From an optimization exercise on the open Yosys and OpenROAD flow, aimed at small area and a short achievable clock period; shortcuts taken in it are not production practice.
Where RTL was checked, it was by simulation tests only, not by an equivalence proof against the original.
Function not checked in run 2: the RTL went through the layout flow alone.
Power and IR drop assume default switching activity.

==> flow/design.v, too long to show whole: its modules and the start of the top module <==
// module array_multiplier: 1256 lines
// module mult_fa: 10 lines
// module mult_xor: 7 lines
// module mult_xnor: 7 lines
// module mult_or: 7 lines
module array_multiplier (
	input  logic                     clk,
	input  logic                     reset,
	input  logic                     in_valid,
	input  mult_sizes_pkg::operand_t x,
	input  mult_sizes_pkg::operand_t y,
	output logic                     product_valid,
	output mult_sizes_pkg::product_t product
);
  // ...
==> flow/flow/run.sh <==
#!/bin/bash
# Layout flow: the standard ORFS flow (standard.sh, unchanged synthesis),
# with smaller port buffers and a clock tree built from clkbuf_8 without
# dummy loads. Each tool's output goes to a log file in this folder.
set -euo pipefail
export BUFFER_PORTS_ARGS="-buffer_cell sky130_fd_sc_hd__buf_1"
export CTS_ARGS="-sink_clustering_enable -repair_clock_nets -buf_list sky130_fd_sc_hd__clkbuf_8 -dont_use_dummy_load"
bash standard.sh finish > flow_make.log 2>&1
==> flow/standard.sh <==
#!/bin/bash
# synth_recipe.tcl (not shown) runs the flow's synth.tcl, then flattens the netlist and writes it again
# the make line also repeats each setting of config.mk as NAME=value (left out here)
make -C /OpenROAD-flow-scripts/flow DESIGN_CONFIG=/design/flow/config.mk WORK_HOME=/design/flow/orfs CLKGATE_MAP_FILE= SYNTH_SCRIPT=/design/flow/synth_recipe.tcl "${@:-finish}"
==> flow/config.mk <==
export PLATFORM = sky130hd
export DESIGN_NAME = array_multiplier
export DESIGN_NICKNAME = array_multiplier
export VERILOG_FILES = /design/flow/design.v
export SDC_FILE = /design/flow/constraint.sdc
export NUM_CORES = 4
export LEC_CHECK = 0
export CAP_MARGIN = 20
export CORE_MARGIN = 2
export CORE_UTILIZATION = 40
export SETUP_SLACK_MARGIN = 2.9
export SLEW_MARGIN = 20
export SYNTH_HIERARCHICAL = 1
==> flow/constraint.sdc <==
create_clock -name core_clock -period 6.0 [get_ports {clk}]
set_input_delay 1.2000 -clock core_clock [delete_from_list [all_inputs] [get_ports {clk}]]
set_output_delay 1.2000 -clock core_clock [all_outputs]
set_load 0.01 [all_outputs]
==> notes.md, run 1 <==
After detailed routing, the average wire length per cell comes to 17.3 um. The proportion of cell area occupied by multi-input gates is 0.620. Wires add up to 20.4 mm. The die outline width is 158 um. The routed wire length on met2 came out at 9.40 mm. The share of the synthesized area in compound gates (AO/OA/AOI/OAI) came out at 0.0381.

Counting cells, the worst reg-to-reg path comes to 8. The first global-routing pass estimated 33.4 mm of wire. The peak fanout along the critical path is 16. The number of cells in the design after placement is 1164. Of the total power, combinational logic draws 0.582. The number of levels in the clock H-tree came out at 4.

The count of nets left with antenna violations once routing finished came out at 0. The proportion of synthesized flip-flops having asynchronous set or reset is 0. The count of non-CTS inverters in the layout is 4. The multi-input combinational cell area is 0.00652 mm^2. The data arrival time at the worst-slack endpoint is 3.44 ns.

The simple-gate share of the synthesized area is 0.130. The total of hold buffers inserted after clock tree synthesis is 0. The biggest slice of the area belongs to multi-input gates. The final standard cell count with taps included and fillers excluded came out at 1181. Per report_power, the Clock row totals 572 uW. The clock network fraction of total power is 0.108. The first detailed-routing pass ran for 5 iterations. The total number of placement rows came out at 56. The number of ports placed on the die boundary came out at 68. In this run the worst setup path begins at y[12]. The commonest cells after synthesis are 257 x sky130_fd_sc_hd__nand2_1, 195 x sky130_fd_sc_hd__fa_1, 149 x sky130_fd_sc_hd__dfxtp_1, 61 x sky130_fd_sc_hd__clkbuf_1, 45 x sky130_fd_sc_hd__xnor2_1. STA classifies the critical path endpoint as a flip-flop. The buffer count excluding the clock tree in the final layout came out at 70. The die covers 0.0250 mm^2. The instance count on the critical path came out at 6.

The footprint of the flip-flops and latches came out at 0.00298 mm^2. Counting flops per register, the top entry is product. The synthesized design contains 0 enable-type register cells. The count of mapped cells out of synthesis came out at 837.

The flow ran to the end and the layout has no timing, DRC or antenna violations. For the sequential group, total power comes out at 1640 uW. The portion of netlist area occupied by mux cells came out at 0.
==> run 2: changes to the inputs <==
--- a/flow/design.v
+++ b/flow/design.v
@@ -150,37 +150,18 @@
 	logic r1027;
 	logic r1028;
 	logic r1029;
 	logic r1030;
 	logic r1031;
 	logic r1032;
 	logic r1033;
 	logic r1034;
-	logic r1035;
 	logic r1036;
-	logic r1037;
 	logic r1038;
-	logic r1039;
-	logic r1040;
-	logic r1041;
-	logic r1042;
-	logic r1043;
-	logic r1044;
-	logic r1045;
-	logic r1046;
-	logic r1047;
-	logic r1048;
-	logic r1049;
-	logic r1050;
-	logic r1051;
-	logic r1052;
-	logic r1053;
-	logic r1055;
-	logic r1057;
 	wire pp1 = ~(x[0] & y[0]);
 	wire pp2 = ~(x[1] & y[0]);
 	wire pp3 = ~(x[2] & y[0]);
 	wire pp4 = ~(x[3] & y[0]);
 	wire pp5 = ~(x[4] & y[0]);
 	wire pp6 = ~(x[5] & y[0]);
 	wire pp7 = ~(x[6] & y[0]);
 	wire pp8 = ~(x[7] & y[0]);
@@ -503,39 +484,39 @@
 	mult_fa u_s317 (.a(pp100), .b(pp115), .c(pp130), .s(s317), .co(c318));
 	wire s319, c320;
 	mult_fa u_s319 (.a(pp145), .b(c300), .c(c302), .s(s319), .co(c320));
 	wire s321, c322;
 	mult_fa u_s321 (.a(c304), .b(s313), .c(s315), .s(s321), .co(c322));
 	wire s323, c324;
 	mult_fa u_s323 (.a(s317), .b(c306), .c(s319), .s(s323), .co(c324));
 	wire s325, c326;
-	mult_fa u_s325 (.a(r922), .b(r923), .c(r924), .s(s325), .co(c326));
+	mult_fa u_s325 (.a(s321), .b(c308), .c(s323), .s(s325), .co(c326));
 	wire s327, c328;
-	mult_xnor u_s327 (.a(r925), .b(r926), .y(s327));
-	mult_or u_c328 (.a(r925), .b(r926), .y(c328));
+	mult_xnor u_s327 (.a(r922), .b(r923), .y(s327));
+	mult_or u_c328 (.a(r922), .b(r923), .y(c328));
 	wire s329, c330;
 	mult_fa u_s329 (.a(pp11), .b(pp26), .c(pp41), .s(s329), .co(c330));
 	wire s331, c332;
 	mult_fa u_s331 (.a(pp56), .b(pp71), .c(pp86), .s(s331), .co(c332));
 	wire s333, c334;
 	mult_fa u_s333 (.a(pp101), .b(pp116), .c(pp131), .s(s333), .co(c334));
 	wire s335, c336;
 	mult_fa u_s335 (.a(pp146), .b(pp161), .c(c314), .s(s335), .co(c336));
 	wire s337, c338;
 	mult_fa u_s337 (.a(c316), .b(c318), .c(s329), .s(s337), .co(c338));
 	wire s339, c340;
 	mult_fa u_s339 (.a(s331), .b(s333), .c(c320), .s(s339), .co(c340));
 	wire s341, c342;
 	mult_fa u_s341 (.a(c322), .b(s335), .c(s337), .s(s341), .co(c342));
 	wire s343, c344;
-	mult_fa u_s343 (.a(r927), .b(r928), .c(r929), .s(s343), .co(c344));
+	mult_fa u_s343 (.a(r924), .b(r925), .c(r926), .s(s343), .co(c344));
 	wire s345, c346;
-	mult_xnor u_s345 (.a(c328), .b(c326), .y(s345));
-	mult_or u_c346 (.a(c328), .b(c326), .y(c346));
+	mult_xnor u_s345 (.a(r927), .b(c328), .y(s345));
+	mult_or u_c346 (.a(r927), .b(c328), .y(c346));
 	wire s347, c348;
 	mult_fa u_s347 (.a(pp12), .b(pp27), .c(pp42), .s(s347), .co(c348));
 	wire s349, c350;
 	mult_fa u_s349 (.a(pp57), .b(pp72), .c(pp87), .s(s349), .co(c350));
 	wire s351, c352;
 	mult_fa u_s351 (.a(pp102), .b(pp117), .c(pp132), .s(s351), .co(c352));
 	wire s353, c354;
 	mult_fa u_s353 (.a(pp147), .b(pp162), .c(pp177), .s(s353), .co(c354));
@@ -543,20 +524,20 @@
 	mult_fa u_s355 (.a(c330), .b(c332), .c(c334), .s(s355), .co(c356));
 	wire s357, c358;
 	mult_fa u_s357 (.a(s347), .b(s349), .c(s351), .s(s357), .co(c358));
 	wire s359, c360;
 	mult_fa u_s359 (.a(s353), .b(c336), .c(c338), .s(s359), .co(c360));
 	wire s361, c362;
 	mult_fa u_s361 (.a(s355), .b(s357), .c(c340), .s(s361), .co(c362));
 	wire s363, c364;
-	mult_fa u_s363 (.a(r930), .b(r931), .c(r932), .s(s363), .co(c364));
+	mult_fa u_s363 (.a(r928), .b(r929), .c(r930), .s(s363), .co(c364));
 	wire s365, c366;
-	mult_xnor u_s365 (.a(c344), .b(s363), .y(s365));
-	mult_or u_c366 (.a(c344), .b(s363), .y(c366));
+	mult_xnor u_s365 (.a(c344), .b(c346), .y(s365));
+	mult_or u_c366 (.a(c344), .b(c346), .y(c366));
 	wire s367, c368;
 	mult_fa u_s367 (.a(pp13), .b(pp28), .c(pp43), .s(s367), .co(c368));
 	wire s369, c370;
 	mult_fa u_s369 (.a(pp58), .b(pp73), .c(pp88), .s(s369), .co(c370));
 	wire s371, c372;
 	mult_fa u_s371 (.a(pp103), .b(pp118), .c(pp133), .s(s371), .co(c372));
 	wire s373, c374;
 	mult_fa u_s373 (.a(pp148), .b(pp163), .c(pp178), .s(s373), .co(c374));
@@ -566,17 +547,17 @@
 	mult_fa u_s377 (.a(c352), .b(c354), .c(s367), .s(s377), .co(c378));
 	wire s379, c380;
 	mult_fa u_s379 (.a(s369), .b(s371), .c(s373), .s(s379), .co(c380));
 	wire s381, c382;
 	mult_fa u_s381 (.a(c356), .b(c358), .c(s375), .s(s381), .co(c382));
 	wire s383, c384;
 	mult_fa u_s383 (.a(s377), .b(s379), .c(c360), .s(s383), .co(c384));
 	wire s385, c386;
-	mult_fa u_s385 (.a(r933), .b(r934), .c(r935), .s(s385), .co(c386));
+	mult_fa u_s385 (.a(r931), .b(r932), .c(r933), .s(s385), .co(c386));
 	wire s387, c388;
 	mult_xnor u_s387 (.a(c364), .b(s385), .y(s387));
 	mult_or u_c388 (.a(c364), .b(s385), .y(c388));
 	wire s389, c390;
 	mult_fa u_s389 (.a(pp14), .b(pp29), .c(pp44), .s(s389), .co(c390));
 	wire s391, c392;
 	mult_fa u_s391 (.a(pp59), .b(pp74), .c(pp89), .s(s391), .co(c392));
 	wire s393, c394;
@@ -589,22 +570,22 @@
 	mult_fa u_s399 (.a(c370), .b(c372), .c(c374), .s(s399), .co(c400));
 	wire s401, c402;
 	mult_fa u_s401 (.a(s389), .b(s391), .c(s393), .s(s401), .co(c402));
 	wire s403, c404;
 	mult_fa u_s403 (.a(s395), .b(c376), .c(c378), .s(s403), .co(c404));
 	wire s405, c406;
 	mult_fa u_s405 (.a(c380), .b(s397), .c(s399), .s(s405), .co(c406));
 	wire s407, c408;
-	mult_fa u_s407 (.a(r936), .b(r937), .c(r938), .s(s407), .co(c408));
+	mult_fa u_s407 (.a(s401), .b(c382), .c(s403), .s(s407), .co(c408));
 	wire s409, c410;
-	mult_fa u_s409 (.a(r939), .b(r940), .c(c386), .s(s409), .co(c410));
+	mult_fa u_s409 (.a(r934), .b(r935), .c(r936), .s(s409), .co(c410));
 	wire s411, c412;
-	mult_xnor u_s411 (.a(s407), .b(c388), .y(s411));
-	mult_or u_c412 (.a(s407), .b(c388), .y(c412));
+	mult_xnor u_s411 (.a(c386), .b(s409), .y(s411));
+	mult_or u_c412 (.a(c386), .b(s409), .y(c412));
 	wire s413, c414;
 	mult_fa u_s413 (.a(pp15), .b(pp30), .c(pp45), .s(s413), .co(c414));
 	wire s415, c416;
 	mult_fa u_s415 (.a(pp60), .b(pp75), .c(pp90), .s(s415), .co(c416));
 	wire s417, c418;
 	mult_fa u_s417 (.a(pp105), .b(pp120), .c(pp135), .s(s417), .co(c418));
 	wire s419, c420;
 	mult_fa u_s419 (.a(pp150), .b(pp165), .c(pp180), .s(s419), .co(c420));
@@ -616,22 +597,22 @@
 	mult_fa u_s425 (.a(c396), .b(s413), .c(s415), .s(s425), .co(c426));
 	wire s427, c428;
 	mult_fa u_s427 (.a(s417), .b(s419), .c(s421), .s(s427), .co(c428));
 	wire s429, c430;
 	mult_fa u_s429 (.a(c398), .b(c400), .c(c402), .s(s429), .co(c430));
 	wire s431, c432;
 	mult_fa u_s431 (.a(s423), .b(s425), .c(s427), .s(s431), .co(c432));
 	wire s433, c434;
-	mult_fa u_s433 (.a(r941), .b(r942), .c(r943), .s(s433), .co(c434));
+	mult_fa u_s433 (.a(c404), .b(c406), .c(s429), .s(s433), .co(c434));
 	wire s435, c436;
-	mult_fa u_s435 (.a(r944), .b(c408), .c(s433), .s(s435), .co(c436));
+	mult_fa u_s435 (.a(r937), .b(r938), .c(r939), .s(s435), .co(c436));
 	wire s437, c438;
-	mult_xnor u_s437 (.a(c410), .b(c412), .y(s437));
-	mult_or u_c438 (.a(c410), .b(c412), .y(c438));
+	mult_xnor u_s437 (.a(c410), .b(s435), .y(s437));
+	mult_or u_c438 (.a(c410), .b(s435), .y(c438));
 	wire s439, c440;
 	mult_fa u_s439 (.a(pp16), .b(pp31), .c(pp46), .s(s439), .co(c440));
 	wire s441, c442;
 	mult_fa u_s441 (.a(pp61), .b(pp76), .c(pp91), .s(s441), .co(c442));
 	wire s443, c444;
 	mult_fa u_s443 (.a(pp106), .b(pp121), .c(pp136), .s(s443), .co(c444));
 	wire s445, c446;
 	mult_fa u_s445 (.a(pp151), .b(pp166), .c(pp181), .s(s445), .co(c446));
@@ -645,19 +626,19 @@
 	mult_fa u_s453 (.a(s439), .b(s441), .c(s443), .s(s453), .co(c454));
 	wire s455, c456;
 	mult_fa u_s455 (.a(s445), .b(s447), .c(c424), .s(s455), .co(c456));
 	wire s457, c458;
 	mult_fa u_s457 (.a(c426), .b(c428), .c(s449), .s(s457), .co(c458));
 	wire s459, c460;
 	mult_fa u_s459 (.a(s451), .b(s453), .c(c430), .s(s459), .co(c460));
 	wire s461, c462;
-	mult_fa u_s461 (.a(r945), .b(r946), .c(r947), .s(s461), .co(c462));
+	mult_fa u_s461 (.a(s455), .b(c432), .c(s457), .s(s461), .co(c462));
 	wire s463, c464;
-	mult_fa u_s463 (.a(r948), .b(c434), .c(s461), .s(s463), .co(c464));
+	mult_fa u_s463 (.a(r940), .b(r941), .c(r942), .s(s463), .co(c464));
 	wire s465, c466;
 	mult_xnor u_s465 (.a(c436), .b(s463), .y(s465));
 	mult_or u_c466 (.a(c436), .b(s463), .y(c466));
 	wire s467, c468;
 	mult_fa u_s467 (.a(pp32), .b(pp47), .c(pp62), .s(s467), .co(c468));
 	wire s469, c470;
 	mult_fa u_s469 (.a(pp77), .b(pp92), .c(pp107), .s(s469), .co(c470));
 	wire s471, c472;
@@ -674,22 +655,22 @@
 	mult_fa u_s481 (.a(s469), .b(s471), .c(s473), .s(s481), .co(c482));
 	wire s483, c484;
 	mult_fa u_s483 (.a(s475), .b(c450), .c(c452), .s(s483), .co(c484));
 	wire s485, c486;
 	mult_fa u_s485 (.a(c454), .b(s477), .c(s479), .s(s485), .co(c486));
 	wire s487, c488;
 	mult_fa u_s487 (.a(s481), .b(c456), .c(c458), .s(s487), .co(c488));
 	wire s489, c490;
-	mult_fa u_s489 (.a(r949), .b(r950), .c(r951), .s(s489), .co(c490));
+	mult_fa u_s489 (.a(r943), .b(r944), .c(r945), .s(s489), .co(c490));
 	wire s491, c492;
-	mult_fa u_s491 (.a(r952), .b(c462), .c(s489), .s(s491), .co(c492));
+	mult_fa u_s491 (.a(r946), .b(r947), .c(s489), .s(s491), .co(c492));
 	wire s493, c494;
-	mult_xnor u_s493 (.a(c464), .b(s491), .y(s493));
-	mult_or u_c494 (.a(c464), .b(s491), .y(c494));
+	mult_xnor u_s493 (.a(c464), .b(c466), .y(s493));
+	mult_or u_c494 (.a(c464), .b(c466), .y(c494));
 	wire s495, c496;
 	mult_fa u_s495 (.a(pp48), .b(pp63), .c(pp78), .s(s495), .co(c496));
 	wire s497, c498;
 	mult_fa u_s497 (.a(pp93), .b(pp108), .c(pp123), .s(s497), .co(c498));
 	wire s499, c500;
 	mult_fa u_s499 (.a(pp138), .b(pp153), .c(pp168), .s(s499), .co(c500));
 	wire s501, c502;
 	mult_fa u_s501 (.a(pp183), .b(pp198), .c(pp213), .s(s501), .co(c502));
@@ -701,21 +682,21 @@
 	mult_fa u_s507 (.a(c476), .b(s495), .c(s497), .s(s507), .co(c508));
 	wire s509, c510;
 	mult_fa u_s509 (.a(s499), .b(s501), .c(c478), .s(s509), .co(c510));
 	wire s511, c512;
 	mult_fa u_s511 (.a(c480), .b(c482), .c(s503), .s(s511), .co(c512));
 	wire s513, c514;
 	mult_fa u_s513 (.a(s505), .b(s507), .c(c484), .s(s513), .co(c514));
 	wire s515, c516;
-	mult_fa u_s515 (.a(r953), .b(r954), .c(r955), .s(s515), .co(c516));
+	mult_fa u_s515 (.a(s509), .b(c486), .c(s511), .s(s515), .co(c516));
 	wire s517, c518;
-	mult_fa u_s517 (.a(r956), .b(r957), .c(c490), .s(s517), .co(c518));
+	mult_fa u_s517 (.a(r948), .b(r949), .c(r950), .s(s517), .co(c518));
 	wire s519, c520;
-	mult_fa u_s519 (.a(s515), .b(s517), .c(c492), .s(s519), .co(c520));
+	mult_fa u_s519 (.a(c490), .b(s517), .c(c492), .s(s519), .co(c520));
 	wire s521, c522;
 	mult_fa u_s521 (.a(pp64), .b(pp79), .c(pp94), .s(s521), .co(c522));
 	wire s523, c524;
 	mult_fa u_s523 (.a(pp109), .b(pp124), .c(pp139), .s(s523), .co(c524));
 	wire s525, c526;
 	mult_fa u_s525 (.a(pp154), .b(pp169), .c(pp184), .s(s525), .co(c526));
 	wire s527, c528;
 	mult_fa u_s527 (.a(pp199), .b(pp214), .c(pp229), .s(s527), .co(c528));
@@ -725,21 +706,21 @@
 	mult_fa u_s531 (.a(c500), .b(c502), .c(s521), .s(s531), .co(c532));
 	wire s533, c534;
 	mult_fa u_s533 (.a(s523), .b(s525), .c(s527), .s(s533), .co(c534));
 	wire s535, c536;
 	mult_fa u_s535 (.a(c504), .b(c506), .c(c508), .s(s535), .co(c536));
 	wire s537, c538;
 	mult_fa u_s537 (.a(s529), .b(s531), .c(s533), .s(s537), .co(c538));
 	wire s539, c540;
-	mult_fa u_s539 (.a(r958), .b(r959), .c(r960), .s(s539), .co(c540));
+	mult_fa u_s539 (.a(c510), .b(c512), .c(s535), .s(s539), .co(c540));
 	wire s541, c542;
-	mult_fa u_s541 (.a(r961), .b(r962), .c(c516), .s(s541), .co(c542));
+	mult_fa u_s541 (.a(r951), .b(r952), .c(r953), .s(s541), .co(c542));
 	wire s543, c544;
-	mult_fa u_s543 (.a(s539), .b(c518), .c(s541), .s(s543), .co(c544));
+	mult_fa u_s543 (.a(r954), .b(c518), .c(s541), .s(s543), .co(c544));
 	wire s545, c546;
 	mult_fa u_s545 (.a(pp80), .b(pp95), .c(pp110), .s(s545), .co(c546));
 	wire s547, c548;
 	mult_fa u_s547 (.a(pp125), .b(pp140), .c(pp155), .s(s547), .co(c548));
 	wire s549, c550;
 	mult_fa u_s549 (.a(pp170), .b(pp185), .c(pp200), .s(s549), .co(c550));
 	wire s551, c552;
 	mult_fa u_s551 (.a(pp215), .b(pp230), .c(pp245), .s(s551), .co(c552));
@@ -749,19 +730,19 @@
 	mult_fa u_s555 (.a(c528), .b(s545), .c(s547), .s(s555), .co(c556));
 	wire s557, c558;
 	mult_fa u_s557 (.a(s549), .b(s551), .c(c530), .s(s557), .co(c558));
 	wire s559, c560;
 	mult_fa u_s559 (.a(c532), .b(c534), .c(s553), .s(s559), .co(c560));
 	wire s561, c562;
 	mult_fa u_s561 (.a(s555), .b(c536), .c(s557), .s(s561), .co(c562));
 	wire s563, c564;
-	mult_fa u_s563 (.a(r963), .b(r964), .c(r965), .s(s563), .co(c564));
+	mult_fa u_s563 (.a(r955), .b(r956), .c(r957), .s(s563), .co(c564));
 	wire s565, c566;
-	mult_fa u_s565 (.a(c540), .b(s563), .c(c542), .s(s565), .co(c566));
+	mult_fa u_s565 (.a(r958), .b(c542), .c(s563), .s(s565), .co(c566));
 	wire s567, c568;
 	mult_fa u_s567 (.a(pp96), .b(pp111), .c(pp126), .s(s567), .co(c568));
 	wire s569, c570;
 	mult_fa u_s569 (.a(pp141), .b(pp156), .c(pp171), .s(s569), .co(c570));
 	wire s571, c572;
 	mult_fa u_s571 (.a(pp186), .b(pp201), .c(pp216), .s(s571), .co(c572));
 	wire s573, c574;
 	mult_fa u_s573 (.a(pp231), .b(pp246), .c(c546), .s(s573), .co(c574));
@@ -769,97 +750,97 @@
 	mult_fa u_s575 (.a(c548), .b(c550), .c(c552), .s(s575), .co(c576));
 	wire s577, c578;
 	mult_fa u_s577 (.a(s567), .b(s569), .c(s571), .s(s577), .co(c578));
 	wire s579, c580;
 	mult_fa u_s579 (.a(c554), .b(c556), .c(s573), .s(s579), .co(c580));
 	wire s581, c582;
 	mult_fa u_s581 (.a(s575), .b(s577), .c(c558), .s(s581), .co(c582));
 	wire s583, c584;
-	mult_fa u_s583 (.a(r966), .b(r967), .c(r968), .s(s583), .co(c584));
+	mult_fa u_s583 (.a(r959), .b(r960), .c(r961), .s(s583), .co(c584));
 	wire s585, c586;
-	mult_fa u_s585 (.a(r969), .b(c564), .c(s583), .s(s585), .co(c586));
+	mult_fa u_s585 (.a(r962), .b(c564), .c(s583), .s(s585), .co(c586));
 	wire s587, c588;
 	mult_fa u_s587 (.a(pp112), .b(pp127), .c(pp142), .s(s587), .co(c588));
 	wire s589, c590;
 	mult_fa u_s589 (.a(pp157), .b(pp172), .c(pp187), .s(s589), .co(c590));
 	wire s591, c592;
 	mult_fa u_s591 (.a(pp202), .b(pp217), .c(pp232), .s(s591), .co(c592));
 	wire s593, c594;
 	mult_fa u_s593 (.a(pp247), .b(c568), .c(c570), .s(s593), .co(c594));
 	wire s595, c596;
 	mult_fa u_s595 (.a(c572), .b(s587), .c(s589), .s(s595), .co(c596));
 	wire s597, c598;
 	mult_fa u_s597 (.a(s591), .b(c574), .c(c576), .s(s597), .co(c598));
 	wire s599, c600;
 	mult_fa u_s599 (.a(c578), .b(s593), .c(s595), .s(s599), .co(c600));
 	wire s601, c602;
-	mult_fa u_s601 (.a(r970), .b(r971), .c(r972), .s(s601), .co(c602));
+	mult_fa u_s601 (.a(r963), .b(r964), .c(r965), .s(s601), .co(c602));
 	wire s603, c604;
-	mult_fa u_s603 (.a(r973), .b(c584), .c(s601), .s(s603), .co(c604));
+	mult_fa u_s603 (.a(r966), .b(s601), .c(c584), .s(s603), .co(c604));
 	wire s605, c606;
 	mult_fa u_s605 (.a(pp128), .b(pp143), .c(pp158), .s(s605), .co(c606));
 	wire s607, c608;
 	mult_fa u_s607 (.a(pp173), .b(pp188), .c(pp203), .s(s607), .co(c608));
 	wire s609, c610;
 	mult_fa u_s609 (.a(pp218), .b(pp233), .c(pp248), .s(s609), .co(c610));
 	wire s611, c612;
 	mult_fa u_s611 (.a(c588), .b(c590), .c(c592), .s(s611), .co(c612));
 	wire s613, c614;
 	mult_fa u_s613 (.a(s605), .b(s607), .c(s609), .s(s613), .co(c614));
 	wire s615, c616;
 	mult_fa u_s615 (.a(c594), .b(c596), .c(s611), .s(s615), .co(c616));
 	wire s617, c618;
-	mult_fa u_s617 (.a(r974), .b(r975), .c(r976), .s(s617), .co(c618));
+	mult_fa u_s617 (.a(s613), .b(c598), .c(c600), .s(s617), .co(c618));
 	wire s619, c620;
-	mult_fa u_s619 (.a(r977), .b(c602), .c(s617), .s(s619), .co(c620));
+	mult_fa u_s619 (.a(r967), .b(c602), .c(r968), .s(s619), .co(c620));
 	wire s621, c622;
 	mult_fa u_s621 (.a(pp144), .b(pp159), .c(pp174), .s(s621), .co(c622));
 	wire s623, c624;
 	mult_fa u_s623 (.a(pp189), .b(pp204), .c(pp219), .s(s623), .co(c624));
 	wire s625, c626;
 	mult_fa u_s625 (.a(pp234), .b(pp249), .c(c606), .s(s625), .co(c626));
 	wire s627, c628;
 	mult_fa u_s627 (.a(c608), .b(c610), .c(s621), .s(s627), .co(c628));
 	wire s629, c630;
 	mult_fa u_s629 (.a(s623), .b(c612), .c(c614), .s(s629), .co(c630));
 	wire s631, c632;
 	mult_fa u_s631 (.a(s625), .b(s627), .c(c616), .s(s631), .co(c632));
 	wire s633, c634;
-	mult_fa u_s633 (.a(r978), .b(r979), .c(c618), .s(s633), .co(c634));
+	mult_fa u_s633 (.a(r969), .b(r970), .c(r971), .s(s633), .co(c634));
 	wire s635, c636;
 	mult_fa u_s635 (.a(pp160), .b(pp175), .c(pp190), .s(s635), .co(c636));
 	wire s637, c638;
 	mult_fa u_s637 (.a(pp205), .b(pp220), .c(pp235), .s(s637), .co(c638));
 	wire s639, c640;
 	mult_fa u_s639 (.a(pp250), .b(c622), .c(c624), .s(s639), .co(c640));
 	wire s641, c642;
 	mult_fa u_s641 (.a(s635), .b(s637), .c(c626), .s(s641), .co(c642));
 	wire s643, c644;
 	mult_fa u_s643 (.a(c628), .b(s639), .c(c630), .s(s643), .co(c644));
 	wire s645, c646;
-	mult_fa u_s645 (.a(r980), .b(r981), .c(r982), .s(s645), .co(c646));
+	mult_fa u_s645 (.a(r972), .b(r973), .c(r974), .s(s645), .co(c646));
 	wire s647, c648;
 	mult_fa u_s647 (.a(pp176), .b(pp191), .c(pp206), .s(s647), .co(c648));
 	wire s649, c650;
 	mult_fa u_s649 (.a(pp221), .b(pp236), .c(pp251), .s(s649), .co(c650));
 	wire s651, c652;
 	mult_fa u_s651 (.a(c636), .b(c638), .c(s647), .s(s651), .co(c652));
 	wire s653, c654;
 	mult_fa u_s653 (.a(s649), .b(c640), .c(s651), .s(s653), .co(c654));
 	wire s655, c656;
-	mult_fa u_s655 (.a(r983), .b(r984), .c(r985), .s(s655), .co(c656));
+	mult_fa u_s655 (.a(r975), .b(r976), .c(r977), .s(s655), .co(c656));
 	wire s657, c658;
 	mult_fa u_s657 (.a(pp192), .b(pp207), .c(pp222), .s(s657), .co(c658));
 	wire s659, c660;
 	mult_fa u_s659 (.a(pp237), .b(pp252), .c(c648), .s(s659), .co(c660));
 	wire s661, c662;
 	mult_fa u_s661 (.a(c650), .b(s657), .c(c652), .s(s661), .co(c662));
 	wire s663, c664;
-	mult_fa u_s663 (.a(r986), .b(r987), .c(r988), .s(s663), .co(c664));
+	mult_fa u_s663 (.a(s659), .b(c654), .c(s661), .s(s663), .co(c664));
 	wire s665, c666;
 	mult_fa u_s665 (.a(pp208), .b(pp223), .c(pp238), .s(s665), .co(c666));
 	wire s667, c668;
 	mult_fa u_s667 (.a(pp253), .b(c658), .c(s665), .s(s667), .co(c668));
 	wire s669, c670;
 	mult_fa u_s669 (.a(c660), .b(s667), .c(c662), .s(s669), .co(c670));
 	wire s671, c672;
 	mult_fa u_s671 (.a(pp224), .b(pp239), .c(pp254), .s(s671), .co(c672));
@@ -877,71 +858,71 @@
 	wire g684 = s267 & s265;
 	wire p685 = s267 ^ s265;
 	wire g686 = s273 & s275;
 	wire p687 = s273 ^ s275;
 	wire g688 = s285 & s283;
 	wire p689 = s285 ^ s283;
 	wire g690 = s295 & s297;
 	wire p691 = s295 ^ s297;
-	wire g692 = r989 & r990;
-	wire p693 = r989 ^ r990;
-	wire g694 = s327 & s325;
-	wire p695 = s327 ^ s325;
+	wire g692 = r978 & r979;
+	wire p693 = r978 ^ r979;
+	wire g694 = r980 & s327;
+	wire p695 = r980 ^ s327;
 	wire g696 = s343 & s345;
 	wire p697 = s343 ^ s345;
-	wire g698 = c346 & s365;
-	wire p699 = c346 ^ s365;
+	wire g698 = s363 & s365;
+	wire p699 = s363 ^ s365;
 	wire g700 = c366 & s387;
 	wire p701 = c366 ^ s387;
-	wire g702 = s409 & s411;
-	wire p703 = s409 ^ s411;
-	wire g704 = s435 & s437;
-	wire p705 = s435 ^ s437;
+	wire g702 = c388 & s411;
+	wire p703 = c388 ^ s411;
+	wire g704 = c412 & s437;
+	wire p705 = c412 ^ s437;
 	wire g706 = c438 & s465;
 	wire p707 = c438 ^ s465;
-	wire g708 = c466 & s493;
-	wire p709 = c466 ^ s493;
+	wire g708 = s491 & s493;
+	wire p709 = s491 ^ s493;
 	wire g710 = c494 & s519;
 	wire p711 = c494 ^ s519;
-	wire g712 = c520 & s543;
-	wire p713 = c520 ^ s543;
+	wire g712 = s543 & c520;
+	wire p713 = s543 ^ c520;
 	wire g714 = c544 & s565;
 	wire p715 = c544 ^ s565;
-	wire g716 = s585 & c566;
-	wire p717 = s585 ^ c566;
+	wire g716 = c566 & s585;
+	wire p717 = c566 ^ s585;
 	wire g718 = c586 & s603;
 	wire p719 = c586 ^ s603;
-	wire g720 = c604 & s619;
-	wire p721 = c604 ^ s619;
-	wire g722 = s633 & c620;
-	wire p723 = s633 ^ c620;
-	wire g724 = s645 & c634;
-	wire p725 = s645 ^ c634;
+	wire g720 = s619 & c604;
+	wire p721 = s619 ^ c604;
+	wire g722 = c620 & s633;
+	wire p723 = c620 ^ s633;
+	wire g724 = c634 & s645;
+	wire p725 = c634 ^ s645;
 	wire g726 = c646 & s655;
 	wire p727 = c646 ^ s655;
-	wire g728 = c656 & s663;
-	wire p729 = c656 ^ s663;
-	wire g730 = r991 & c664;
-	wire p731 = r991 ^ c664;
-	wire g732 = r992 & r993;
-	wire p733 = r992 ^ r993;
+	wire g728 = r981 & c656;
+	wire p729 = r981 ^ c656;
+	wire g730 = r982 & r983;
+	wire p731 = r982 ^ r983;
+	wire g732 = r984 & r985;
+	wire p733 = r984 ^ r985;
 	wire g734 = s675 & c674;
 	wire p735 = s675 ^ c674;
 	wire g736 = pp256 & c676;
 	wire p737 = pp256 ^ c676;
 	wire q738 = pp1 | t677;
 	wire q739 = g678 | (p679 & q738);
 	wire a740 = p679 & t677;
 	wire q741 = g682 | (p683 & g680);
 	wire a742 = p683 & p681;
 	wire q743 = g686 | (p687 & g684);
-	wire a744 = r994 & r995;
-	wire q745 = r996 | (r997 & r998);
-	wire a746 = r997 & r999;
+	wire a744 = r986 & r987;
+	wire q745 = r988 | (r989 & r990);
+	wire a746 = r989 & r991;
 	wire q747 = g694 | (p695 & g692);
 	wire a748 = p695 & p693;
 	wire q749 = g698 | (p699 & g696);
 	wire a750 = p699 & p697;
 	wire q751 = g702 | (p703 & g700);
 	wire a752 = p703 & p701;
 	wire q753 = g706 | (p707 & g704);
 	wire a754 = p707 & p705;
@@ -952,336 +933,325 @@
 	wire q759 = g718 | (p719 & g716);
 	wire a760 = p719 & p717;
 	wire q761 = g722 | (p723 & g720);
 	wire a762 = p723 & p721;
 	wire q763 = g726 | (p727 & g724);
 	wire a764 = p727 & p725;
 	wire q765 = g730 | (p731 & g728);
 	wire a766 = p731 & p729;
-	wire q767 = r1000 | (r1001 & g732);
-	wire a768 = r1001 & p733;
+	wire q767 = r992 | (r993 & g732);
+	wire a768 = r993 & p733;
 	wire q769 = g680 | (p681 & q739);
 	wire a770 = p681 & a740;
 	wire q771 = q741 | (a742 & q739);
 	wire a772 = a742 & a740;
-	wire q773 = r998 | (r999 & r1002);
-	wire a774 = r999 & a744;
-	wire q775 = q745 | (a746 & r1002);
+	wire q773 = r990 | (r991 & r994);
+	wire a774 = r991 & a744;
+	wire q775 = q745 | (a746 & r994);
 	wire a776 = a746 & a744;
 	wire q777 = g696 | (p697 & q747);
 	wire a778 = p697 & a748;
 	wire q779 = q749 | (a750 & q747);
 	wire a780 = a750 & a748;
 	wire q781 = g704 | (p705 & q751);
 	wire a782 = p705 & a752;
 	wire q783 = q753 | (a754 & q751);
 	wire a784 = a754 & a752;
-	wire q785 = r1003 | (r1004 & r1005);
-	wire a786 = r1004 & r1006;
+	wire q785 = g712 | (p713 & q755);
+	wire a786 = p713 & a756;
 	wire q787 = q757 | (a758 & q755);
 	wire a788 = a758 & a756;
 	wire q789 = g720 | (p721 & q759);
 	wire a790 = p721 & a760;
 	wire q791 = q761 | (a762 & q759);
 	wire a792 = a762 & a760;
 	wire q793 = g728 | (p729 & q763);
-	wire a794 = p729 & a764;
+	wire a794 = r995 & r996;
 	wire q795 = q765 | (a766 & q763);
 	wire a796 = a766 & a764;
-	wire q797 = r1007 | (r1008 & q767);
-	wire a798 = r1008 & a768;
+	wire q797 = r997 | (r998 & q767);
+	wire a798 = r998 & a768;
 	wire q799 = g684 | (p685 & q771);
-	wire a800 = r995 & r1009;
-	wire q801 = r1002 | (a744 & r1010);
-	wire a802 = a744 & r1009;
-	wire q803 = q773 | (a774 & r1010);
-	wire a804 = a774 & r1009;
-	wire q805 = q775 | (a776 & r1010);
-	wire a806 = a776 & r1009;
+	wire a800 = r987 & r999;
+	wire q801 = r994 | (a744 & r1000);
+	wire a802 = a744 & r999;
+	wire q803 = q773 | (a774 & r1000);
+	wire a804 = a774 & r999;
+	wire q805 = q775 | (a776 & r1000);
+	wire a806 = a776 & r999;
 	wire q807 = g700 | (p701 & q779);
 	wire a808 = p701 & a780;
 	wire q809 = q751 | (a752 & q779);
 	wire a810 = a752 & a780;
 	wire q811 = q781 | (a782 & q779);
 	wire a812 = a782 & a780;
 	wire q813 = q783 | (a784 & q779);
 	wire a814 = a784 & a780;
-	wire q815 = r1011 | (r1012 & r1013);
-	wire a816 = r1012 & r1014;
+	wire q815 = g716 | (p717 & q787);
+	wire a816 = p717 & a788;
 	wire q817 = q759 | (a760 & q787);
-	wire a818 = r1015 & r1014;
+	wire a818 = a760 & a788;
 	wire q819 = q789 | (a790 & q787);
-	wire a820 = r1016 & r1014;
+	wire a820 = a790 & a788;
 	wire q821 = q791 | (a792 & q787);
-	wire a822 = r1017 & r1014;
+	wire a822 = a792 & a788;
 	wire q823 = g732 | (p733 & q795);
-	wire a824 = p733 & a796;
+	wire a824 = r1001 & r1002;
 	wire q825 = q767 | (a768 & q795);
-	wire a826 = a768 & a796;
+	wire a826 = r1003 & r1002;
 	wire q827 = q797 | (a798 & q795);
-	wire a828 = r1018 & r1019;
+	wire a828 = r1004 & r1002;
 	wire q829 = g692 | (p693 & q805);
 	wire a830 = p693 & a806;
 	wire q831 = q747 | (a748 & q805);
 	wire a832 = a748 & a806;
 	wire q833 = q777 | (a778 & q805);
 	wire a834 = a778 & a806;
 	wire q835 = q779 | (a780 & q805);
 	wire a836 = a780 & a806;
 	wire q837 = q807 | (a808 & q805);
 	wire a838 = a808 & a806;
 	wire q839 = q809 | (a810 & q805);
 	wire a840 = a810 & a806;
 	wire q841 = q811 | (a812 & q805);
 	wire a842 = a812 & a806;
 	wire q843 = q813 | (a814 & q805);
 	wire a844 = a814 & a806;
-	wire q845 = r1020 | (r1021 & r1022);
-	wire a846 = r1021 & a822;
-	wire q847 = r1023 | (r1024 & r1022);
-	wire a848 = r1024 & a822;
-	wire q849 = r1025 | (r1026 & r1022);
-	wire a850 = r1026 & a822;
-	wire q851 = r1027 | (r1019 & r1022);
-	wire a852 = r1019 & a822;
-	wire q853 = r1028 | (r1029 & r1022);
-	wire a854 = r1029 & a822;
-	wire q855 = r1030 | (r1031 & r1022);
-	wire a856 = r1031 & a822;
-	wire q857 = r1032 | (a828 & r1022);
-	wire a858 = a828 & a822;
-	wire q859 = r1033 | (r1034 & r1035);
-	wire a860 = r1034 & r1036;
-	wire q861 = r1005 | (r1006 & r1035);
-	wire a862 = r1006 & r1036;
-	wire q863 = q785 | (a786 & r1035);
-	wire a864 = a786 & r1036;
-	wire q865 = r1013 | (r1014 & r1035);
-	wire a866 = r1014 & r1036;
-	wire q867 = q815 | (a816 & r1035);
-	wire a868 = a816 & r1036;
-	wire q869 = r1037 | (a818 & r1035);
-	wire a870 = a818 & r1036;
-	wire q871 = r1038 | (a820 & r1035);
-	wire a872 = a820 & r1036;
-	wire q873 = r1022 | (a822 & r1035);
-	wire a874 = a822 & r1036;
-	wire q875 = q845 | (a846 & r1035);
-	wire a876 = a846 & r1036;
-	wire q877 = q847 | (a848 & r1035);
-	wire a878 = a848 & r1036;
-	wire q879 = q849 | (a850 & r1035);
-	wire a880 = a850 & r1036;
-	wire q881 = q851 | (a852 & r1035);
-	wire a882 = a852 & r1036;
-	wire q883 = q853 | (a854 & r1035);
-	wire a884 = a854 & r1036;
-	wire q885 = q855 | (a856 & r1035);
-	wire a886 = a856 & r1036;
-	wire q887 = q857 | (a858 & r1035);
-	wire a888 = a858 & r1036;
-	wire t889 = ~r1040;
+	wire q845 = r1005 | (r1006 & r1007);
+	wire a846 = r1006 & r1008;
+	wire q847 = r1009 | (r996 & r1007);
+	wire a848 = r996 & r1008;
+	wire q849 = r1010 | (a794 & r1007);
+	wire a850 = a794 & r1008;
+	wire q851 = r1011 | (r1002 & r1007);
+	wire a852 = r1002 & r1008;
+	wire q853 = r1012 | (a824 & r1007);
+	wire a854 = a824 & r1008;
+	wire q855 = r1013 | (a826 & r1007);
+	wire a856 = a826 & r1008;
+	wire q857 = r1014 | (a828 & r1007);
+	wire a858 = a828 & r1008;
+	wire q859 = g708 | (p709 & q843);
+	wire a860 = r1015 & r1016;
+	wire q861 = q755 | (a756 & q843);
+	wire a862 = a756 & a844;
+	wire q863 = q785 | (a786 & q843);
+	wire a864 = a786 & a844;
+	wire q865 = q787 | (a788 & q843);
+	wire a866 = a788 & a844;
+	wire q867 = r1017 | (r1018 & r1019);
+	wire a868 = r1018 & r1016;
+	wire q869 = r1020 | (r1021 & r1019);
+	wire a870 = r1021 & r1016;
+	wire q871 = r1022 | (r1023 & r1019);
+	wire a872 = r1023 & r1016;
+	wire q873 = r1007 | (r1008 & r1019);
+	wire a874 = r1008 & r1016;
+	wire q875 = q845 | (a846 & r1019);
+	wire a876 = a846 & r1016;
+	wire q877 = q847 | (a848 & r1019);
+	wire a878 = a848 & r1016;
+	wire q879 = q849 | (a850 & r1019);
+	wire a880 = a850 & r1016;
+	wire q881 = q851 | (a852 & r1019);
+	wire a882 = a852 & r1016;
+	wire q883 = q853 | (a854 & r1019);
+	wire a884 = a854 & r1016;
+	wire q885 = q855 | (a856 & r1019);
+	wire a886 = a856 & r1016;
+	wire q887 = q857 | (a858 & r1019);
+	wire a888 = a858 & r1016;
+	wire t889 = ~r1025;
 	assign product[0] = ~t889;
 	wire x891;
 	mult_xnor u_x891 (.a(p679), .b(q738), .y(x891));
 	wire x892;
 	mult_xnor u_x892 (.a(p681), .b(q739), .y(x892));
 	wire x893;
 	mult_xnor u_x893 (.a(p683), .b(q769), .y(x893));
 	wire x894;
-	mult_xnor u_x894 (.a(r995), .b(r1010), .y(x894));
+	mult_xnor u_x894 (.a(r987), .b(r1000), .y(x894));
 	wire x895;
-	mult_xnor u_x895 (.a(r994), .b(r1041), .y(x895));
+	mult_xnor u_x895 (.a(r986), .b(r1026), .y(x895));
 	wire x896;
-	mult_xnor u_x896 (.a(r999), .b(q801), .y(x896));
+	mult_xnor u_x896 (.a(r991), .b(q801), .y(x896));
 	wire x897;
-	mult_xnor u_x897 (.a(r997), .b(q803), .y(x897));
+	mult_xnor u_x897 (.a(r989), .b(q803), .y(x897));
 	wire x898;
 	mult_xnor u_x898 (.a(p693), .b(q805), .y(x898));
 	wire x899;
 	mult_xnor u_x899 (.a(p695), .b(q829), .y(x899));
 	wire x900;
 	mult_xnor u_x900 (.a(p697), .b(q831), .y(x900));
 	wire x901;
 	mult_xnor u_x901 (.a(p699), .b(q833), .y(x901));
 	wire x902;
 	mult_xnor u_x902 (.a(p701), .b(q835), .y(x902));
 	wire x903;
 	mult_xnor u_x903 (.a(p703), .b(q837), .y(x903));
 	wire x904;
 	mult_xnor u_x904 (.a(p705), .b(q839), .y(x904));
 	wire x905;
 	mult_xnor u_x905 (.a(p707), .b(q841), .y(x905));
-	mult_xnor u_x906 (.a(r1034), .b(r1035), .y(product[16]));
-	mult_xnor u_x907 (.a(r1042), .b(q859), .y(product[17]));
-	mult_xnor u_x908 (.a(r1004), .b(q861), .y(product[18]));
-	mult_xnor u_x909 (.a(r1043), .b(q863), .y(product[19]));
-	mult_xnor u_x910 (.a(r1012), .b(q865), .y(product[20]));
-	mult_xnor u_x911 (.a(r1044), .b(q867), .y(product[21]));
-	mult_xnor u_x912 (.a(r1045), .b(q869), .y(product[22]));
-	mult_xnor u_x913 (.a(r1046), .b(q871), .y(product[23]));
-	mult_xnor u_x914 (.a(r1021), .b(q873), .y(product[24]));
-	mult_xnor u_x915 (.a(r1047), .b(q875), .y(product[25]));
-	mult_xnor u_x916 (.a(r1048), .b(q877), .y(product[26]));
-	mult_xnor u_x917 (.a(r1049), .b(q879), .y(product[27]));
-	mult_xnor u_x918 (.a(r1050), .b(q881), .y(product[28]));
-	mult_xnor u_x919 (.a(r1051), .b(q883), .y(product[29]));
-	mult_xnor u_x920 (.a(r1052), .b(q885), .y(product[30]));
+	mult_xnor u_x906 (.a(r1015), .b(r1019), .y(product[16]));
+	wire x907;
+	mult_xnor u_x907 (.a(p711), .b(q859), .y(x907));
+	wire x908;
+	mult_xnor u_x908 (.a(p713), .b(q861), .y(x908));
+	wire x909;
+	mult_xnor u_x909 (.a(p715), .b(q863), .y(x909));
+	wire x910;
+	mult_xnor u_x910 (.a(p717), .b(q865), .y(x910));
+	mult_xnor u_x911 (.a(r1027), .b(q867), .y(product[21]));
+	mult_xnor u_x912 (.a(r1028), .b(q869), .y(product[22]));
+	mult_xnor u_x913 (.a(r1029), .b(q871), .y(product[23]));
+	mult_xnor u_x914 (.a(r1006), .b(q873), .y(product[24]));
+	mult_xnor u_x915 (.a(r1030), .b(q875), .y(product[25]));
+	mult_xnor u_x916 (.a(r995), .b(q877), .y(product[26]));
+	mult_xnor u_x917 (.a(r1031), .b(q879), .y(product[27]));
+	mult_xnor u_x918 (.a(r1001), .b(q881), .y(product[28]));
+	mult_xnor u_x919 (.a(r1032), .b(q883), .y(product[29]));
+	mult_xnor u_x920 (.a(r1033), .b(q885), .y(product[30]));
 	assign product[31] = ~q887;
 	always_ff @(posedge clk) begin
-		r922 <= s321;
-		r923 <= c308;
-		r924 <= s323;
-		r925 <= c310;
-		r926 <= c312;
-		r927 <= c324;
-		r928 <= s339;
-		r929 <= s341;
-		r930 <= c342;
-		r931 <= s359;
-		r932 <= s361;
-		r933 <= s381;
-		r934 <= c362;
-		r935 <= s383;
-		r936 <= s401;
-		r937 <= c382;
-		r938 <= s403;
-		r939 <= s405;
-		r940 <= c384;
-		r941 <= c404;
-		r942 <= c406;
-		r943 <= s429;
-		r944 <= s431;
-		r945 <= s455;
-		r946 <= c432;
-		r947 <= s457;
-		r948 <= s459;
-		r949 <= s483;
-		r950 <= s485;
-		r951 <= c460;
-		r952 <= s487;
-		r953 <= s509;
-		r954 <= c486;
-		r955 <= s511;
-		r956 <= c488;
-		r957 <= s513;
-		r958 <= c510;
-		r959 <= c512;
-		r960 <= s535;
-		r961 <= s537;
-		r962 <= c514;
-		r963 <= c538;
-		r964 <= s559;
-		r965 <= s561;
-		r966 <= c560;
-		r967 <= s579;
-		r968 <= c562;
-		r969 <= s581;
-		r970 <= c580;
-		r971 <= s597;
-		r972 <= s599;
-		r973 <= c582;
-		r974 <= s613;
-		r975 <= c598;
-		r976 <= c600;
-		r977 <= s615;
-		r978 <= s629;
-		r979 <= s631;
-		r980 <= s641;
-		r981 <= c632;
-		r982 <= s643;
-		r983 <= c642;
-		r984 <= s653;
-		r985 <= c644;
-		r986 <= s659;
-		r987 <= c654;
-		r988 <= s661;
-		r989 <= s311;
-		r990 <= s309;
-		r991 <= s669;
-		r992 <= s673;
-		r993 <= c670;
-		r994 <= p687;
-		r995 <= p685;
-		r996 <= g690;
-		r997 <= p691;
-		r998 <= g688;
-		r999 <= p689;
-		r1000 <= g734;
-		r1001 <= p735;
-		r1002 <= q743;
-		r1003 <= g712;
-		r1004 <= p713;
-		r1005 <= q755;
-		r1006 <= a756;
-		r1007 <= g736;
-		r1008 <= p737;
-		r1009 <= a772;
-		r1010 <= q771;
-		r1011 <= g716;
-		r1012 <= p717;
-		r1013 <= q787;
-		r1014 <= a788;
-		r1015 <= a760;
-		r1016 <= a790;
-		r1017 <= a792;
-		r1018 <= a798;
-		r1019 <= a796;
-		r1020 <= g724;
-		r1021 <= p725;
-		r1022 <= q821;
-		r1023 <= q763;
-		r1024 <= a764;
-		r1025 <= q793;
-		r1026 <= a794;
-		r1027 <= q795;
-		r1028 <= q823;
-		r1029 <= a824;
-		r1030 <= q825;
-		r1031 <= a826;
-		r1032 <= q827;
-		r1033 <= g708;
-		r1034 <= p709;
-		r1035 <= q843;
-		r1036 <= a844;
-		r1037 <= q817;
-		r1038 <= q819;
-		r1039 <= t677;
-		r1040 <= r1039;
-		r1041 <= q799;
-		r1042 <= p711;
-		r1043 <= p715;
-		r1044 <= p719;
-		r1045 <= p721;
-		r1046 <= p723;
-		r1047 <= p727;
-		r1048 <= p729;
-		r1049 <= p731;
-		r1050 <= p733;
-		r1051 <= r1001;
-		r1052 <= r1008;
-		r1053 <= x891;
-		product[1] <= r1053;
-		r1055 <= x892;
-		product[2] <= r1055;
-		r1057 <= x893;
-		product[3] <= r1057;
+		r922 <= c310;
+		r923 <= c312;
+		r924 <= c324;
+		r925 <= s339;
+		r926 <= s341;
+		r927 <= c326;
+		r928 <= c342;
+		r929 <= s359;
+		r930 <= s361;
+		r931 <= s381;
+		r932 <= c362;
+		r933 <= s383;
+		r934 <= s405;
+		r935 <= c384;
+		r936 <= s407;
+		r937 <= s431;
+		r938 <= c408;
+		r939 <= s433;
+		r940 <= c434;
+		r941 <= s459;
+		r942 <= s461;
+		r943 <= s483;
+		r944 <= s485;
+		r945 <= c460;
+		r946 <= c462;
+		r947 <= s487;
+		r948 <= c488;
+		r949 <= s513;
+		r950 <= s515;
+		r951 <= s537;
+		r952 <= c514;
+		r953 <= c516;
+		r954 <= s539;
+		r955 <= c538;
+		r956 <= s559;
+		r957 <= c540;
+		r958 <= s561;
+		r959 <= c560;
+		r960 <= s579;
+		r961 <= c562;
+		r962 <= s581;
+		r963 <= c580;
+		r964 <= s597;
+		r965 <= s599;
+		r966 <= c582;
+		r967 <= s615;
+		r968 <= s617;
+		r969 <= s629;
+		r970 <= c618;
+		r971 <= s631;
+		r972 <= s641;
+		r973 <= c632;
+		r974 <= s643;
+		r975 <= c642;
+		r976 <= s653;
+		r977 <= c644;
+		r978 <= s311;
+		r979 <= s309;
+		r980 <= s325;
+		r981 <= s663;
+		r982 <= c664;
+		r983 <= s669;
+		r984 <= s673;
+		r985 <= c670;
+		r986 <= p687;
+		r987 <= p685;
+		r988 <= g690;
+		r989 <= p691;
+		r990 <= g688;
+		r991 <= p689;
+		r992 <= g734;
+		r993 <= p735;
+		r994 <= q743;
+		r995 <= p729;
+		r996 <= a764;
+		r997 <= g736;
+		r998 <= p737;
+		r999 <= a772;
+		r1000 <= q771;
+		r1001 <= p733;
+		r1002 <= a796;
+		r1003 <= a768;
+		r1004 <= a798;
+		r1005 <= g724;
+		r1006 <= p725;
+		r1007 <= q821;
+		r1008 <= a822;
+		r1009 <= q763;
+		r1010 <= q793;
+		r1011 <= q795;
+		r1012 <= q823;
+		r1013 <= q825;
+		r1014 <= q827;
+		r1015 <= p709;
+		r1016 <= a844;
+		r1017 <= q815;
+		r1018 <= a816;
+		r1019 <= q843;
+		r1020 <= q817;
+		r1021 <= a818;
+		r1022 <= q819;
+		r1023 <= a820;
+		r1024 <= t677;
+		r1025 <= r1024;
+		r1026 <= q799;
+		r1027 <= p719;
+		r1028 <= p721;
+		r1029 <= p723;
+		r1030 <= p727;
+		r1031 <= p731;
+		r1032 <= r993;
+		r1033 <= r998;
+		r1034 <= x891;
+		product[1] <= r1034;
+		r1036 <= x892;
+		product[2] <= r1036;
+		r1038 <= x893;
+		product[3] <= r1038;
 		product[4] <= x894;
 		product[5] <= x895;
 		product[6] <= x896;
 		product[7] <= x897;
 		product[8] <= x898;
 		product[9] <= x899;
 		product[10] <= x900;
 		product[11] <= x901;
 		product[12] <= x902;
 		product[13] <= x903;
 		product[14] <= x904;
 		product[15] <= x905;
+		product[17] <= x907;
+		product[18] <= x908;
+		product[19] <= x909;
+		product[20] <= x910;
 	end
 	logic v1;
 	always_ff @(posedge clk) begin
 		if (reset) begin
 			v1 <= 1'b0;
 			product_valid <= 1'b0;
 		end else begin
 			v1 <= in_valid;
==> flow/config.mk (replaced) <==
export PLATFORM = sky130hd
export DESIGN_NAME = array_multiplier
export DESIGN_NICKNAME = array_multiplier
export VERILOG_FILES = /design/flow/design.v
export SDC_FILE = /design/flow/constraint.sdc
export NUM_CORES = 4
export LEC_CHECK = 0
export CAP_MARGIN = 20
export CORE_MARGIN = 2
export CORE_UTILIZATION = 40
export SETUP_SLACK_MARGIN = 2.85
export SLEW_MARGIN = 20
export SYNTH_HIERARCHICAL = 1
==> notes.md, run 2 <==
The flow ran to the end and the layout has no timing, DRC or antenna violations. The number of antenna-violating nets in the routed design was 0 (unchanged). The area of the die is 0.0244 mm^2 (-2.7%). The total wire length after detailed routing was 21.7 mm (+6.0%). The footprint of the flip-flops and latches was 0.00269 mm^2 (-9.9%). The placeable core region is 0.0226 mm^2. The setup path with the least slack is of type in2reg.

The relative area change from synthesis to final layout is 12.2%. The remaining max-slew budget at the tightest pin came out at 0.613. The die outline width came to 156 um (-1.3%). After global routing the overflow that remains totals 0. The total clock buffers created by CTS came out at 17. The number of setup buffers added after CTS is 0. The final estimated routing congestion in global placement is 0.895. The final instance area came out at 0.0104 mm^2. The portion of the post-synthesis area used by sequential elements is 0.290. Setup repair after global routing left no endpoint under its margin. The number of hold violations in the final report was 0. CTS placed an instance of sky130_fd_sc_hd__clkbuf_8 at the clock tree root. The share of Yosys cell area claimed by the top area cell type came out at 0.422. The initial antenna violation count came out at 0.

After detailed placement, the total cell area comes to 0.00999 mm^2. The data required time at the worst endpoint came out at 6.30 ns. The total iterations of the first detailed-routing run came out at 6 (+1).

The library cell used most frequently in the layout, excluding fill and tap cells, is sky130_fd_sc_hd__nand2_1. The estimated wirelength of the detail-placed design is 15.6 mm. The count of synthesis-stage warnings from yosys came out at 7.

The later pin in the worst-skew pair is clocked with a latency of 0.45 ns. The floorplan step set the die height to 156 um. The antenna diode count came out at 0. Setup violations remaining at the end of the flow were counted as 0. Traced cell by cell, the critical path runs through buf_4 > nand2_1 > fa_1 > fa_2 > fa_2 > fa_1. The count of port buffers added during placement came out at 67.

The number of nets in the synthesized netlist is 1084. In the finished design, the share of the clock period the worst path needs comes to 0.522. Among all flip-flop cells after synthesis, the most frequent one is sky130_fd_sc_hd__dfxtp_1. The register with the most flip-flops is product. After detailed routing, the number of remaining DRC violations is 0. At the end of the flow the core is filled with cells to 0.459. For this configuration, the core starts out at a cell density of 0.409. The via count of the first global-routing pass came to 6593. The final standard cell count with taps included and fillers excluded came out at 1133 (-4.1%). The proportion of layout cells with a drive suffix above 1 came out at 0.213. The total of flip-flops plus latches after synthesis is 134. The global routing usage summed across all routing layers is 0.192. The transition time of the tightest slew-check pin came out at 0.581 ns.

The data arrival time at the worst-slack endpoint came to 3.43 ns (about the same). The number of vias per cell after detailed routing is 5.21. The ratio of total power to cell area is 535 mW/mm^2.

The worst setup path is launched from a primary input. The longest individual stage delay on the worst path is 0.55 ns. Sorting the synthesized cells by how often they occur yields 257 x sky130_fd_sc_hd__nand2_1, 195 x sky130_fd_sc_hd__fa_1, 134 x sky130_fd_sc_hd__dfxtp_1, 60 x sky130_fd_sc_hd__clkbuf_1, 45 x sky130_fd_sc_hd__xnor2_1. The post-route setup TNS came out at 0 ns.

The flip-flop count of the largest register, all copies and words added is 19. The peak fanout along the critical path came out at 16 (unchanged). Entering global routing, the biggest net connects 17 pins. In the layout the commonest cells are 231 x sky130_fd_sc_hd__nand2_1, 133 x sky130_fd_sc_hd__dfxtp_1, 105 x sky130_fd_sc_hd__fa_1. The flop-to-flop setup slack is 2.99 ns. The library cell with the highest instance count after synthesis is sky130_fd_sc_hd__nand2_1. Fill cells in the final layout number 2065. The number of levels in the clock H-tree is 4 (unchanged). The maximum clock path buffer count is 2. The count of mapped cells out of synthesis came out at 824 (-1.6%).

The initial detailed-routing violation count is 320. The peak ir drop on the vdd network is 0.229 mV. Ranked by total cell area, the synthesized netlist is headed by sky130_fd_sc_hd__fa_1 42%, sky130_fd_sc_hd__dfxtp_1 29%, sky130_fd_sc_hd__nand2_1 10%. The number of cells in the design after placement came out at 1116 (-4.1%). The critical path endpoint category is a flip-flop. The static leakage is 0.00380 uW.

The number of sinks on the clock net came out at 134. The number of ports placed on the die boundary came out at 68 (unchanged). The multi-input combinational cell area is 0.00670 mm^2 (+2.7%).

The proportion of synthesized flip-flops having asynchronous set or reset is 0 (unchanged). The netlist area before placement came out at 0.00925 mm^2. The clock transition time at the flip-flop clock pins of the worst setup and hold paths is 0.06 ns.

The achievable frequency came out at 320 MHz. The number of nets at the end of the flow came out at 1110. The largest area contributor in the synthesized netlist is sky130_fd_sc_hd__fa_1. The number of flops mapped to enable cells by yosys is 0 (unchanged). The mean area per synthesized cell is 11.2 um^2. In this run the worst hold path is classified as reg2reg. The total number of placement rows is 55 (-1.8%). The number of pins with negative max-slew slack in the final report was 0. The first-pass GRT wire length came to 35.2 mm (+5.2%). The minimum clock period is 3.13 ns. TritonCTS built the clock tree. The number of unique standard cell types used by synthesis came out at 37. The number of violations of the max-capacitance limit came out at 0. The routed wire length per instance came out at 19.1 um (+11%). Across all layers, the routed design uses 5900 vias. On the critical path, the stage with the largest delay is an instance of sky130_fd_sc_hd__fa_2. Clock skew on the completed layout was measured at 0.0297 ns.
-- run 2: timing repair --
action | 4_1_cts | 5_1_grt
endpoints found under the setup margin | 73 | 7
gates cloned | 0 | 0
resized for setup | 157 | 8
hold buffers | 0 | 0
pin swaps | 0 | 1
-- run 2: worst paths after layout --
kind                 startpoint                  to  cells past startpoint
setup / recovery          x[13]        r939$_DFF_P_                      6
hold / removal    r1036$_DFF_P_  product[2]$_DFF_P_                      0
setup reg to reg   r943$_DFF_P_       r1007$_DFF_P_                      8
hold reg to reg   r1036$_DFF_P_  product[2]$_DFF_P_                      0
-- run 2: metrics by stage --
stage	setup slack [ns]	total power [uW]	hold WS [ns]
floorplan	2.55	4240	0.310
global placement	1.81	4970	0.312
detailed placement	1.76	5030	0.312
CTS	2.87	5630	0.328
global route	2.85	6180	0.333
finish	2.87	5550	0.326
-- run 2: final cells by class --
type,count,area share
inverters,2,0.000723
repair buffers,68,0.0381
flip-flops and latches,134,0.259
well taps,285,0.0343
multi-input cells,627,0.646
clock buffers,17,0.0225
-- run 2: kinds of logic after synthesis --
group / count (synthesis) / share of synthesized area
buffers and inverters: 63 / 0.0260
adders and majority gates: 225 / 0.463
and+or+nand+nor: 302 / 0.134
DFF: 134 / 0.290
other: 1 / 0.000405
AOI/OAI and AO/OA: 54 / 0.0441
xor gates and xnor gates: 45 / 0.0426
-- run 2: worst max-delay path, delay by kind of cell --
family | cells | cell delay [ns]
and+or+nand+nor | 1 | 0.12
buffers and inverters | 1 | 0.22
adders and majority gates | 4 | 1.90
-- run 2: where the power goes --
part	leakage (uW)	switching, uW	internal (uW)
logic	0.00255	1820	1670
registers	0.00113	171	1340
clock network	0.000122	303	249
total	0.00380	2300	3260
-- run 2: modules after synthesis (local to each module, per instance) --
| module | flip-flops and latches | cell area, um^2 | times used | cells |
|---|---|---|---|---|
| array_multiplier | 134 | 4860 | 1 | 569 |
| mult_xnor | 0 | 8.76 | 45 | 1 |
| mult_or | 0 | 6.26 | 15 | 1 |
| mult_fa | 0 | 20.0 | 195 | 1 |
-- run 2: metal layers --
layer	up-vias	global-route usage	wire, um
met2	235	0.310	10200
met5	-	0	0
met4	0	0.0533	334
met1	3058	0.256	9520
met3	26	0.0514	1600
li1	2581	-	-

==> static timing again, ports no longer ideal <==
The flow's constraints put no driver on any port. The routed layouts listed below were extracted and timed again, unchanged, in two steps. Step 1: set_driving_cell puts a clkbuf_16 on clk and a buf_2 on each other input, an assumption about the parent block. Step 2 moves the port delays by t, midway between the first and last clock arrival at a register: inputs arrive t later, outputs are due t later. That takes back most of the time a late clock gives input paths. Three values: ideal, step 1, step 2; two values: the first two.
run	t, ns	setup slack, ns	worst setup path after step 2	slew at the worst register clock pin (ns)
run 1	0.472	2.933 / 2.949 / 2.478	input to register	0.10 / 0.10
run 2	0.476	2.871 / 2.889 / 2.413	input to register	0.09 / 0.09
After both steps setup and hold are still met in every run listed. The setup slack of run 2, which loses most, moves by +0.018 ns with the drivers and by -0.458 ns with both steps.
